Source: an optimization exercise on an open RTL-to-GDS flow (aim: small area and a short achievable clock period). Production flows keep margins and buffers that such runs may drop.
Only simulation tests tie the RTL to the original design; equivalence was not proved.

`flow/design.v`:
```
package cnn_pkg;
	localparam int W_ADDR       = 32;
	localparam int W_DATA       = 32;
	localparam int W_PIX        = 8;
	localparam int PIX_PER_WORD = 4;    
	localparam int MAX_WIDTH  = 16;
	localparam int MAX_HEIGHT = 16;
	localparam int W_SIZE     = 5;      
	localparam int BUF_DEPTH  = MAX_WIDTH * MAX_HEIGHT;
	localparam int W_BUF_ADDR = 8;
	localparam int N_TAPS   = 9;
	localparam int W_WINDOW = N_TAPS * W_PIX;
	localparam int W_REG_SEL = 3;
	localparam logic [W_REG_SEL-1:0] REG_WIDTH_HEIGHT = 3'd0;
	localparam logic [W_REG_SEL-1:0] REG_IMAGE_BASE   = 3'd1;
	localparam logic [W_REG_SEL-1:0] REG_IMAGE_LOAD   = 3'd2;
	localparam logic [W_REG_SEL-1:0] REG_LAYER_START  = 3'd3;
	localparam logic [W_REG_SEL-1:0] REG_LAYER_DONE   = 3'd4;
	localparam logic [1:0] TRANS_IDLE   = 2'b00;
	localparam logic [1:0] TRANS_NONSEQ = 2'b10;
	localparam logic [1:0] TRANS_SEQ    = 2'b11;
	localparam logic       RESP_OKAY    = 1'b0;
	localparam logic [1:0] ST_IDLE      = 2'd0;
	localparam logic [1:0] ST_LINE_LOAD = 2'd1;    
	localparam logic [1:0] ST_LINE_WAIT = 2'd2;    
	localparam logic [1:0] ST_DONE      = 2'd3;
endpackage
`timescale 1ns/10ps
import cnn_pkg::*;
module ahb_cfg_regs (
	input  logic              clk,
	input  logic              rstn,
	input  logic              sl_hsel_i,
	input  logic              sl_hready_i,
	input  logic [1:0]        sl_htrans_i,
	input  logic              sl_hwrite_i,
	input  logic [W_ADDR-1:0] sl_haddr_i,
	input  logic [W_DATA-1:0] sl_hwdata_i,
	input  logic              load_done_i,     
	input  logic              layer_done_i,    
	output logic              sl_hready_o,
	output logic              sl_hresp_o,
	output logic [W_DATA-1:0] sl_hrdata_o,
	output logic [W_SIZE-1:0] width_o,
	output logic [W_SIZE-1:0] height_o,
	output logic [W_ADDR-1:0] image_base_o,
	output logic              load_start_o,
	output logic              layer_start_o
);
	logic [W_REG_SEL-1:0] sel_q;    
	logic                 wr_q;     
	logic                 addr_ok;
	logic [W_SIZE-1:0]    width_q;
	logic [W_SIZE-1:0]    height_q;
	logic [W_ADDR-1:0]    base_q;
	logic                 load_start_q;
	logic                 layer_start_q;
	assign sl_hready_o = 1'b1;
	assign sl_hresp_o  = RESP_OKAY;
	assign addr_ok = sl_hsel_i && sl_hready_i &&
		(sl_htrans_i == TRANS_NONSEQ || sl_htrans_i == TRANS_SEQ);
	always_ff @(posedge clk or negedge rstn) begin
		if (!rstn) begin
			sel_q <= '0;
			wr_q  <= 1'b0;
		end else if (addr_ok) begin
			sel_q <= sl_haddr_i[W_REG_SEL+1:2];    
			wr_q  <= sl_hwrite_i;
		end else begin
			wr_q  <= 1'b0;
		end
	end
	always_ff @(posedge clk or negedge rstn) begin
		if (!rstn) begin
			width_q       <= W_SIZE'(MAX_WIDTH);
			height_q      <= W_SIZE'(MAX_HEIGHT);
			base_q        <= '0;
			load_start_q  <= 1'b0;
			layer_start_q <= 1'b0;
		end else begin
			load_start_q  <= 1'b0;
			layer_start_q <= 1'b0;
			if (wr_q) begin
				case (sel_q)
					REG_WIDTH_HEIGHT: begin
						width_q  <= sl_hwdata_i[W_SIZE-1:0];
						height_q <= sl_hwdata_i[16 +: W_SIZE];
					end
					REG_IMAGE_BASE:  base_q        <= sl_hwdata_i;
					REG_IMAGE_LOAD:  load_start_q  <= sl_hwdata_i[0];
					REG_LAYER_START: layer_start_q <= sl_hwdata_i[0];
					default: ;    
				endcase
			end
		end
	end
	assign width_o       = width_q;
	assign height_o      = height_q;
	assign image_base_o  = base_q;
	assign load_start_o  = load_start_q;
	assign layer_start_o = layer_start_q;
	always_comb begin
		sl_hrdata_o = '0;
		case (sel_q)
			REG_WIDTH_HEIGHT: begin
				sl_hrdata_o[W_SIZE-1:0]   = width_q;
				sl_hrdata_o[16 +: W_SIZE] = height_q;
			end
			REG_IMAGE_BASE: sl_hrdata_o    = base_q;
			REG_IMAGE_LOAD: sl_hrdata_o[0] = load_done_i;
			REG_LAYER_DONE: sl_hrdata_o[0] = layer_done_i;
			default:        sl_hrdata_o    = '0;    
		endcase
	end
endmodule
`timescale 1ns/10ps
import cnn_pkg::*;
module image_dma (
	input  logic              clk,
	input  logic              rstn,
	input  logic              load_start_i,
	input  logic [W_SIZE-1:0] width_i,
	input  logic [W_SIZE-1:0] height_i,
	input  logic [W_ADDR-1:0] image_base_i,
	input  logic              m_hready_i,
	input  logic [W_DATA-1:0] m_hrdata_i,
	output logic [1:0]        m_htrans_o,
	output logic [W_ADDR-1:0] m_haddr_o,
	output logic              m_hwrite_o,
	output logic [2:0]        m_hsize_o,
	output logic [2:0]        m_hburst_o,
	output logic [W_DATA-1:0] m_hwdata_o,
	output logic [W_DATA-1:0] word_o,
	output logic              word_vld_o,
	output logic              load_done_o
);
	logic [1:0]        state_q;
	logic [W_SIZE-1:0] line_cnt_q;        
	logic [W_ADDR-1:0] line_addr_q;       
	logic [W_SIZE-1:0] word_cnt_q;        
	logic              dphase_q;          
	logic              word_vld_q;
	logic              load_done_q;
	logic [W_SIZE-1:0] words_per_line;
	logic              addr_acc;          
	logic              data_acc;          
	assign words_per_line = width_i >> $clog2(PIX_PER_WORD);
	assign addr_acc       = (state_q == ST_LINE_LOAD) && m_hready_i;
	assign data_acc       = dphase_q && m_hready_i;
	assign m_htrans_o = (state_q == ST_LINE_LOAD) ? TRANS_NONSEQ : TRANS_IDLE;
	assign m_haddr_o  = line_addr_q + W_ADDR'(word_cnt_q) * (W_DATA / 8);
	assign m_hwrite_o = 1'b0;
	assign m_hsize_o  = 3'b010;    
	assign m_hburst_o = 3'b000;    
	assign m_hwdata_o = '0;
	always_ff @(posedge clk or negedge rstn) begin
		if (!rstn) begin
			state_q     <= ST_IDLE;
			line_cnt_q  <= '0;
			line_addr_q <= '0;
			word_cnt_q  <= '0;
			dphase_q    <= 1'b0;
			word_vld_q  <= 1'b0;
			load_done_q <= 1'b0;
		end else begin
			if (m_hready_i)
				dphase_q <= addr_acc;
			word_vld_q <= data_acc;
			case (state_q)
				ST_IDLE, ST_DONE: begin
					state_q <= ST_IDLE;
					if (load_start_i) begin
						state_q     <= ST_LINE_LOAD;
						line_cnt_q  <= '0;
						line_addr_q <= image_base_i;
						word_cnt_q  <= '0;
						load_done_q <= 1'b0;
					end
				end
				ST_LINE_LOAD: begin
					if (addr_acc) begin
						word_cnt_q <= word_cnt_q + 1'b1;
						if (word_cnt_q == words_per_line - 1'b1)
							state_q <= ST_LINE_WAIT;    
					end
				end
				ST_LINE_WAIT: begin
					if (data_acc) begin
						word_cnt_q <= '0;
						if (line_cnt_q == height_i - 1'b1) begin
							state_q     <= ST_DONE;
							load_done_q <= 1'b1;
						end else begin
							state_q     <= ST_LINE_LOAD;
							line_cnt_q  <= line_cnt_q + 1'b1;
							line_addr_q <= line_addr_q + W_ADDR'(width_i);    
						end
					end
				end
				default: state_q <= ST_IDLE;
			endcase
		end
	end
	always_ff @(posedge clk) begin
		if (data_acc)
			word_o <= m_hrdata_i;
	end
	assign word_vld_o  = word_vld_q;
	assign load_done_o = load_done_q;
endmodule
`timescale 1ns/10ps
import cnn_pkg::*;
module image_buf (
	input  logic                  clk,
	input  logic                  rstn,
	input  logic                  load_start_i,
	input  logic [W_DATA-1:0]     word_i,
	input  logic                  word_vld_i,
	input  logic [W_SIZE-1:0]     width_i,
	input  logic [W_BUF_ADDR-1:0] pix_addr_i,    
	input  logic                  first_row_i,
	input  logic                  last_row_i,
	input  logic                  first_col_i,
	input  logic                  last_col_i,
	output logic [W_WINDOW-1:0]   taps_o
);
	logic [W_PIX-1:0]      mem [BUF_DEPTH];
	logic [W_BUF_ADDR:0]   wr_ptr_q;         
	logic [W_BUF_ADDR-1:0] row_base [3];     
	logic [2:0]            row_ok;
	logic [2:0]            col_ok;
	always_ff @(posedge clk or negedge rstn) begin
		if (!rstn)
			wr_ptr_q <= '0;
		else if (load_start_i)
			wr_ptr_q <= '0;    
		else if (word_vld_i)
			wr_ptr_q <= wr_ptr_q + (W_BUF_ADDR+1)'(PIX_PER_WORD);
	end
	always_ff @(posedge clk) begin
		if (word_vld_i) begin
			for (int i = 0; i < PIX_PER_WORD; i++)
				mem[wr_ptr_q[W_BUF_ADDR-1:0] + W_BUF_ADDR'(i)] <= word_i[i*W_PIX +: W_PIX];
		end
	end
	assign row_base[0] = pix_addr_i - W_BUF_ADDR'(width_i);
	assign row_base[1] = pix_addr_i;
	assign row_base[2] = pix_addr_i + W_BUF_ADDR'(width_i);
	assign row_ok = {!last_row_i, 1'b1, !first_row_i};
	assign col_ok = {!last_col_i, 1'b1, !first_col_i};
	always_comb begin
		for (int r = 0; r < 3; r++) begin
			for (int c = 0; c < 3; c++) begin
				if (row_ok[r] && col_ok[c])
					taps_o[(r*3+c)*W_PIX +: W_PIX] = mem[row_base[r] + W_BUF_ADDR'(c) - 1'b1];
				else
					taps_o[(r*3+c)*W_PIX +: W_PIX] = '0;    
			end
		end
	end
endmodule
`timescale 1ns/10ps
import cnn_pkg::*;
module frame_scan (
	input  logic                  clk,
	input  logic                  rstn,
	input  logic                  layer_start_i,
	input  logic [W_SIZE-1:0]     width_i,
	input  logic [W_SIZE-1:0]     height_i,
	input  logic [W_WINDOW-1:0]   taps_i,
	output logic [W_BUF_ADDR-1:0] pix_addr_o,
	output logic                  first_row_o,
	output logic                  last_row_o,
	output logic                  first_col_o,
	output logic                  last_col_o,
	output logic [W_WINDOW-1:0]   out_window_o,
	output logic                  out_valid_o,
	output logic                  layer_done_o
);
	logic                  run_q;
	logic [W_SIZE-1:0]     row_q;
	logic [W_SIZE-1:0]     col_q;
	logic [W_BUF_ADDR-1:0] addr_q;    
	logic                  valid_q;
	logic                  last_q;    
	logic                  done_q;
	logic                  first_row;
	logic                  last_row;
	logic                  first_col;
	logic                  last_col;
	assign first_row = (row_q == '0);
	assign last_row  = (row_q == height_i - 1'b1);
	assign first_col = (col_q == '0);
	assign last_col  = (col_q == width_i - 1'b1);
	always_ff @(posedge clk or negedge rstn) begin
		if (!rstn) begin
			run_q  <= 1'b0;
			row_q  <= '0;
			col_q  <= '0;
			addr_q <= '0;
		end else if (layer_start_i) begin
			run_q  <= 1'b1;
			row_q  <= '0;
			col_q  <= '0;
			addr_q <= '0;
		end else if (run_q) begin
			addr_q <= addr_q + 1'b1;
			if (last_col) begin
				col_q <= '0;
				if (last_row)
					run_q <= 1'b0;    
				else
					row_q <= row_q + 1'b1;
			end else begin
				col_q <= col_q + 1'b1;
			end
		end
	end
	always_ff @(posedge clk or negedge rstn) begin
		if (!rstn) begin
			valid_q <= 1'b0;
			last_q  <= 1'b0;
			done_q  <= 1'b0;
		end else begin
			valid_q <= run_q;
			last_q  <= run_q && last_row && last_col;
			if (layer_start_i)
				done_q <= 1'b0;
			else if (valid_q && last_q)
				done_q <= 1'b1;    
		end
	end
	always_ff @(posedge clk) begin
		out_window_o <= taps_i;
	end
	assign pix_addr_o   = addr_q;
	assign first_row_o  = first_row;
	assign last_row_o   = last_row;
	assign first_col_o  = first_col;
	assign last_col_o   = last_col;
	assign out_valid_o  = valid_q;
	assign layer_done_o = done_q;
endmodule
`timescale 1ns/10ps
import cnn_pkg::*;
module cnn_accel (
	input  logic                clk,
	input  logic                rstn,
	input  logic                sl_hsel_i,
	input  logic                sl_hready_i,
	input  logic [1:0]          sl_htrans_i,
	input  logic                sl_hwrite_i,
	input  logic [W_ADDR-1:0]   sl_haddr_i,
	input  logic [W_DATA-1:0]   sl_hwdata_i,
	output logic                sl_hready_o,
	output logic                sl_hresp_o,
	output logic [W_DATA-1:0]   sl_hrdata_o,
	input  logic                m_hready_i,
	input  logic                m_hresp_i,     
	input  logic [W_DATA-1:0]   m_hrdata_i,
	output logic [1:0]          m_htrans_o,
	output logic [W_ADDR-1:0]   m_haddr_o,
	output logic                m_hwrite_o,
	output logic [2:0]          m_hsize_o,
	output logic [2:0]          m_hburst_o,
	output logic [W_DATA-1:0]   m_hwdata_o,
	output logic [W_WINDOW-1:0] out_window_o,
	output logic                out_valid_o
);
	logic [W_SIZE-1:0]     width;
	logic [W_SIZE-1:0]     height;
	logic [W_ADDR-1:0]     image_base;
	logic                  load_start;     
	logic                  layer_start;    
	logic                  load_done;
	logic                  layer_done;
	logic [W_DATA-1:0]     word;           
	logic                  word_vld;
	logic [W_BUF_ADDR-1:0] pix_addr;       
	logic                  first_row;
	logic                  last_row;
	logic                  first_col;
	logic                  last_col;
	logic [W_WINDOW-1:0]   taps;
	ahb_cfg_regs u_regs (
		.clk           (clk),
		.rstn          (rstn),
		.sl_hsel_i     (sl_hsel_i),
		.sl_hready_i   (sl_hready_i),
		.sl_htrans_i   (sl_htrans_i),
		.sl_hwrite_i   (sl_hwrite_i),
		.sl_haddr_i    (sl_haddr_i),
		.sl_hwdata_i   (sl_hwdata_i),
		.load_done_i   (load_done),
		.layer_done_i  (layer_done),
		.sl_hready_o   (sl_hready_o),
		.sl_hresp_o    (sl_hresp_o),
		.sl_hrdata_o   (sl_hrdata_o),
		.width_o       (width),
		.height_o      (height),
		.image_base_o  (image_base),
		.load_start_o  (load_start),
		.layer_start_o (layer_start)
	);
	image_dma u_dma (
		.clk          (clk),
		.rstn         (rstn),
		.load_start_i (load_start),
		.width_i      (width),
		.height_i     (height),
		.image_base_i (image_base),
		.m_hready_i   (m_hready_i),
		.m_hrdata_i   (m_hrdata_i),
		.m_htrans_o   (m_htrans_o),
		.m_haddr_o    (m_haddr_o),
		.m_hwrite_o   (m_hwrite_o),
		.m_hsize_o    (m_hsize_o),
		.m_hburst_o   (m_hburst_o),
		.m_hwdata_o   (m_hwdata_o),
		.word_o       (word),
		.word_vld_o   (word_vld),
		.load_done_o  (load_done)
	);
	image_buf u_buf (
		.clk          (clk),
		.rstn         (rstn),
		.load_start_i (load_start),
		.word_i       (word),
		.word_vld_i   (word_vld),
		.width_i      (width),
		.pix_addr_i   (pix_addr),
		.first_row_i  (first_row),
		.last_row_i   (last_row),
		.first_col_i  (first_col),
		.last_col_i   (last_col),
		.taps_o       (taps)
	);
	frame_scan u_scan (
		.clk           (clk),
		.rstn          (rstn),
		.layer_start_i (layer_start),
		.width_i       (width),
		.height_i      (height),
		.taps_i        (taps),
		.pix_addr_o    (pix_addr),
		.first_row_o   (first_row),
		.last_row_o    (last_row),
		.first_col_o   (first_col),
		.last_col_o    (last_col),
		.out_window_o  (out_window_o),
		.out_valid_o   (out_valid_o),
		.layer_done_o  (layer_done)
	);
endmodule
```
`flow/run.sh`:
```
#!/bin/bash
# synth_recipe.tcl (not shown) runs the flow's synth.tcl, then flattens the netlist and writes it again
# the make line also repeats each setting of config.mk as NAME=value (left out here)
make -C /OpenROAD-flow-scripts/flow DESIGN_CONFIG=/design/flow/config.mk WORK_HOME=/design/flow/orfs CLKGATE_MAP_FILE= SYNTH_SCRIPT=/design/flow/synth_recipe.tcl finish
```
`flow/config.mk`:
```
export PLATFORM = sky130hd
export DESIGN_NAME = cnn_accel
export DESIGN_NICKNAME = cnn_accel
export VERILOG_FILES = /design/flow/design.v
export SDC_FILE = /design/flow/constraint.sdc
export NUM_CORES = 4
export LEC_CHECK = 0
export CAP_MARGIN = 40
export CELL_PAD_IN_SITES_DETAIL_PLACEMENT = 2
export CELL_PAD_IN_SITES_GLOBAL_PLACEMENT = 2
export CORE_MARGIN = 2
export CORE_UTILIZATION = 30
export PLACE_DENSITY = 0.5
export SLEW_MARGIN = 40
export SYNTH_MEMORY_MAX_BITS = 4096
```
`flow/constraint.sdc`:
```
create_clock -name core_clock -period 10.0 [get_ports {clk}]
set_input_delay 2.0000 -clock core_clock [delete_from_list [all_inputs] [get_ports {clk}]]
set_output_delay 2.0000 -clock core_clock [all_outputs]
set_load 0.01 [all_outputs]
```
==> notes.md <==
- After clock tree synthesis, the clock-pin slew on the worst setup and hold paths is ~0.07 ns.
- The CTS tree is built.
- For the pin with the worst max-slew slack, the measured transition is 1.18 ns.
- In this run, distinct cell masters in the synthesized netlist total about 90.
- The number of buffers inserted by hold repair at cts is 0.
- Data on the critical path is required at its endpoint by approximately 11 ns.
- The multiplexer fraction of the synthesized cell area is 0.496.
- The cell accounting for the most synthesized area is sky130_fd_sc_hd__mux4_2.
- The most common cell in the synthesized netlist is sky130_fd_sc_hd__nand2_1.
- The sequential cell area fraction in the yosys report is 0.312.
- The count of clock tree sinks is around 2300.
- The number of global-route vias before repair is roughly 180k.
- ~290 I/O pins were placed.
- Counting every instance in the synthesized netlist gives around 17000.
- The maximum count of clock buffers along a single path is 4.
- The number of I/O port buffers is about 210.
- The number of levels the H-tree was split into is 5.
- Sorting the synthesized cells by area gives the leading types as sky130_fd_sc_hd__mux4_2 (41%), sky130_fd_sc_hd__edfxtp_1 (29%), sky130_fd_sc_hd__nand2_1 (8.3%).
- The largest family of logic cells by synthesized area is multiplexers.
- The synthesized design contains 2080 enable-type register cells.
- The commonest cells after synthesis are sky130_fd_sc_hd__nand2_1 (4760), sky130_fd_sc_hd__mux4_2 (3934), sky130_fd_sc_hd__edfxtp_1 (2080).
- The flop-to-flop setup slack is between 1.5 and 2 ns.
- The HPWL after detailed placement is roughly 970000 um.
- The path category of the worst min-delay check is flop to flop.
- Fill cells in the final layout number between 70000 and 80000.
- After the first detailed-routing iteration, the DRC count stood at roughly 29000.
- The final clock skew is between 0.05 and 0.06 ns.
- The tool flagged a number of max-cap violations equal to 0.
- The depth of the most critical reg-to-reg path is 16.
- The global-route congestion overflow total is 0.
- The worst register-to-register path begins at u_scan.addr_q[0]$_DFFE_PN0P_.
- Of the total synthesized cell area, the portion taken by full adders, half adders and majority gates is 0.00282.
- Measured against its own limit, the worst slew margin works out to 0.211.
- The total standard cell area after synthesis is roughly 210000 um2.
- The number of iterations in the first detailed-routing pass is 10.
- The basic-gate share of the synthesized area counting and, or, nand and nor cells is 0.106.
- The area of the placeable core is just over 700000 um2.
- The number of vias in the routed layout is between 150k and 200k.
- In the finished design, the share of the clock period the worst path needs comes to 0.828.
- The count of warnings emitted by yosys is 5.
- The total track usage is 0.367.
- Once placement completed, the tool counted placed cells totaling 25700.
- The detailed-route wire length is ~1400000 um.
- The initial antenna violation count is about 240.
- After synthesis the netlist holds a flip-flop and latch count of approximately 2300.
- Adding up every negative setup slack in the final design gives 0 ns.
- The die extent in x is roughly 850 um.
- After detailed routing, the number of vias per cell comes to 6.87.
- STA classifies the critical path endpoint as a flop.
- The average instance in the mapped netlist occupies around 13 um2.
- The count of final max-slew check failures is 0.
- Once the clock tree was built, the resizer swapped 0 gates to a different size.
- The flow ran to the end and the layout has no timing, DRC or antenna violations.
- The critical path class is flop to flop.
- The critical-path maximum fanout is 54.
- For this run, the share of the core covered by cells in the final layout is 0.339.
- Among all flip-flop cells after synthesis, the most frequent one is sky130_fd_sc_hd__edfxtp_1.
- The placed standard-cell area is ~230000 um2.
- The number of post-CTS setup repair buffers is 0.
- The maximum frequency from static timing analysis is roughly 0.12 GHz.
- The number of remaining DRC errors is 0.
- In this run the vertical extent of the chip is 850 um.
- Setup repair after global routing left no endpoint under its margin.
- Routability-driven placement finished with a final weighted congestion of between 0.9 and 1.
- The reg-to-reg endpoint is u_scan.out_window_o[2]$_SDFF_PN0_.
- The detailed-route wire length per cell is just over 50 um.
- After floorplanning, the core was divided into 310 placement rows.
- STA classifies the critical path startpoint as a flop.
- For this run, the post-layout net count is ~17000.
- For the worst-skew pair, the clock arrives at the later sink with an insertion delay of approximately 1.1 ns.
- The fraction of synthesis flops using an asynchronous set or reset pin is 0.0541.
- The maximum number of pins on one net before global-route repair is 122.
- The time the worst path needs with I/O delays and setup is around 8.3 ns.
- The total area of sequential cells is 67000 um2.
- The most critical setup path has its endpoint at u_scan.out_window_o[2]$_SDFF_PN0_.
- The number of hold-slack violations in the final timing report is 0.
- The critical path starts at u_scan.addr_q[0]$_DFFE_PN0P_.
- The endpoint arrival time on the critical path is between 9 and 10 ns.
- The initial cell density of the core is 0.301.
- The area overhead of the layout relative to synthesis is 12.8%.
- Buffers inserted during clock tree synthesis total approximately 320.
- Excluding fillers, the count of instances in the completed layout stands at roughly 27000.
- The compound-gate portion of the synthesized area was 0.0348.
- Of the cells placed in the final design, the portion with a size suffix greater than 1 is 0.351.
- The top cell type's share of synthesized area is 0.413.
- The first-pass GRT wire length is 1790000 um.
- The tree is rooted in a sky130_fd_sc_hd__clkbuf_16.
- Once layout is done, the placed cells without fillers occupy around 240000 um2.
- The XOR/XNOR share of the synthesized area is 0.00559.
- The die outline area is between 700000 and 800000 um2.
- The final-report setup violation count is 0.
- The count of nets left with antenna violations after detail routing is 0.
- The total area of multi-input combinational cells is between 100000 and 150000 um2.
==> flip-flops by register name (all words and copies together), names as in the netlist, 2 cells and up <==
name,cells
u_scan.out_window_o,72
u_buf.mem,2048
u_dma.word_o,32
u_scan.addr_q,8
u_dma.line_cnt_q,5
u_buf.wr_ptr_q,6
u_dma.line_addr_q,32
u_dma.state_q,2
u_regs.base_q,32
u_scan.col_q,5
u_regs.height_q,5
u_dma.word_cnt_q,5
u_scan.row_q,5
u_regs.width_q,5
u_regs.sel_q,3
==> routing by layer <==
metal	GRT usage	share of wire
met1	0.479	0.39
met2	0.536	0.43
met3	0.118	0.11
met4	0.215	0.070
met5	0	0.00036
==> logic make-up (layout without fill, tap and decap cells) <==
family	after synthesis	in the layout
xor gates and xnor gates	124	124
adders and majority gates	46	46
and+or+nand+nor	5693	5693
other	2	322
AOI/OAI and AO/OA	1090	1090
DFF	2275	2275
muxes	5660	5660
buffers and inverters	2191	1901
==> cell type report <==
class,instances,area share
well taps,9516,0.0492
repair buffers,991,0.0415
flip-flops and latches,2275,0.277
inverters,318,0.00523
clock inverters,192,0.00963
multi-input cells,12700,0.579
diodes,280,0.00290
clock buffers,400,0.0356
==> per-stage QoR <==
stage                     hold WS [ns]  setup WS, ns
final                            0.495          1.72
after global routing             0.531          1.98
after CTS                        0.492          2.26
after detailed placement         0.495          2.31
after global placement           0.468          2.11
after floorplan                  0.417          3.30
==> worst max-delay path: stages (launching register included) <==
cell and delay [ns]:
sky130_fd_sc_hd__dfrtp_4 0.81, sky130_fd_sc_hd__inv_1 0.24, sky130_fd_sc_hd__ha_4 0.22, sky130_fd_sc_hd__inv_1 0.06, sky130_fd_sc_hd__fa_4 0.75, sky130_fd_sc_hd__inv_2 0.72
sky130_fd_sc_hd__buf_4 0.74, sky130_fd_sc_hd__nand2_1 0.34, sky130_fd_sc_hd__nor2_1 0.39, sky130_fd_sc_hd__xnor2_2 0.20, sky130_fd_sc_hd__buf_12 0.46, sky130_fd_sc_hd__mux2_2 0.48
sky130_fd_sc_hd__o22ai_1 0.66, sky130_fd_sc_hd__o32ai_1 0.40, sky130_fd_sc_hd__buf_4 0.26, sky130_fd_sc_hd__a21oi_1 0.37, sky130_fd_sc_hd__and4b_1 0.69
==> worst min path at each step <==
| stage | from | end | slack, ns | depth (start not counted) |
|---|---|---|---|---|
| final | u_scan.last_q$_DFF_PN0_ | u_scan.done_q$_DFFE_PN0P_ | 0.49 | 2 |
| after global routing | u_scan.last_q$_DFF_PN0_ | u_scan.done_q$_DFFE_PN0P_ | 0.53 | 2 |
| after CTS | u_scan.last_q$_DFF_PN0_ | u_scan.done_q$_DFFE_PN0P_ | 0.49 | 2 |
| after detailed placement | u_scan.last_q$_DFF_PN0_ | u_scan.done_q$_DFFE_PN0P_ | 0.49 | 2 |
| after global placement | u_scan.last_q$_DFF_PN0_ | u_scan.done_q$_DFFE_PN0P_ | 0.47 | 2 |
| after floorplan | u_scan.run_q$_DFF_PN0_ | u_scan.valid_q$_DFF_PN0_ | 0.42 | 0 |
==> cell usage in the layout, fill, tap and decap left out, types with 63 or more instances in the layout <==
cell and instances:
sky130_fd_sc_hd__clkdlybuf4s50_1 210, sky130_fd_sc_hd__diode_2 280, sky130_fd_sc_hd__dfrtp_1 112, sky130_fd_sc_hd__mux2i_1 1354
sky130_fd_sc_hd__o21ai_0 164, sky130_fd_sc_hd__inv_2 70, sky130_fd_sc_hd__buf_4 586, sky130_fd_sc_hd__nand2_1 4753
sky130_fd_sc_hd__nand3_1 253, sky130_fd_sc_hd__buf_12 127, sky130_fd_sc_hd__clkbuf_16 328, sky130_fd_sc_hd__clkinv_2 74
sky130_fd_sc_hd__mux2_2 356, sky130_fd_sc_hd__inv_1 216, sky130_fd_sc_hd__o211ai_1 63, sky130_fd_sc_hd__nor2_1 266
sky130_fd_sc_hd__and3_1 145, sky130_fd_sc_hd__a311oi_1 82, sky130_fd_sc_hd__dfxtp_1 72, sky130_fd_sc_hd__a21oi_1 235
sky130_fd_sc_hd__edfxtp_1 2080, sky130_fd_sc_hd__a211oi_1 140, sky130_fd_sc_hd__mux4_2 3934

## re-timing with driven ports
No port has a modelled driver above. Below, the same layout with a new extraction and two added sets of constraints. Step 1, drivers: a clkbuf_16 drives clk and a buf_2 each remaining input, both assumed. Step 2 also shifts input and output timing later by t, the mid clock arrival at the registers, as if the neighbouring blocks saw the same clock. Slacks: ideal / step 1 / step 2; pairs: ideal / step 1.
t (ns): 1.211
setup slack, ns: 1.716 / 1.716 / 1.716
latest minus earliest clock arrival (ns): 0.060 / 0.060
pins driven straight from the clock port: 1
After both steps this run still meets setup and hold. For this run, drivers alone change the setup slack by 0.000 ns; drivers and shift together by 0.000 ns.
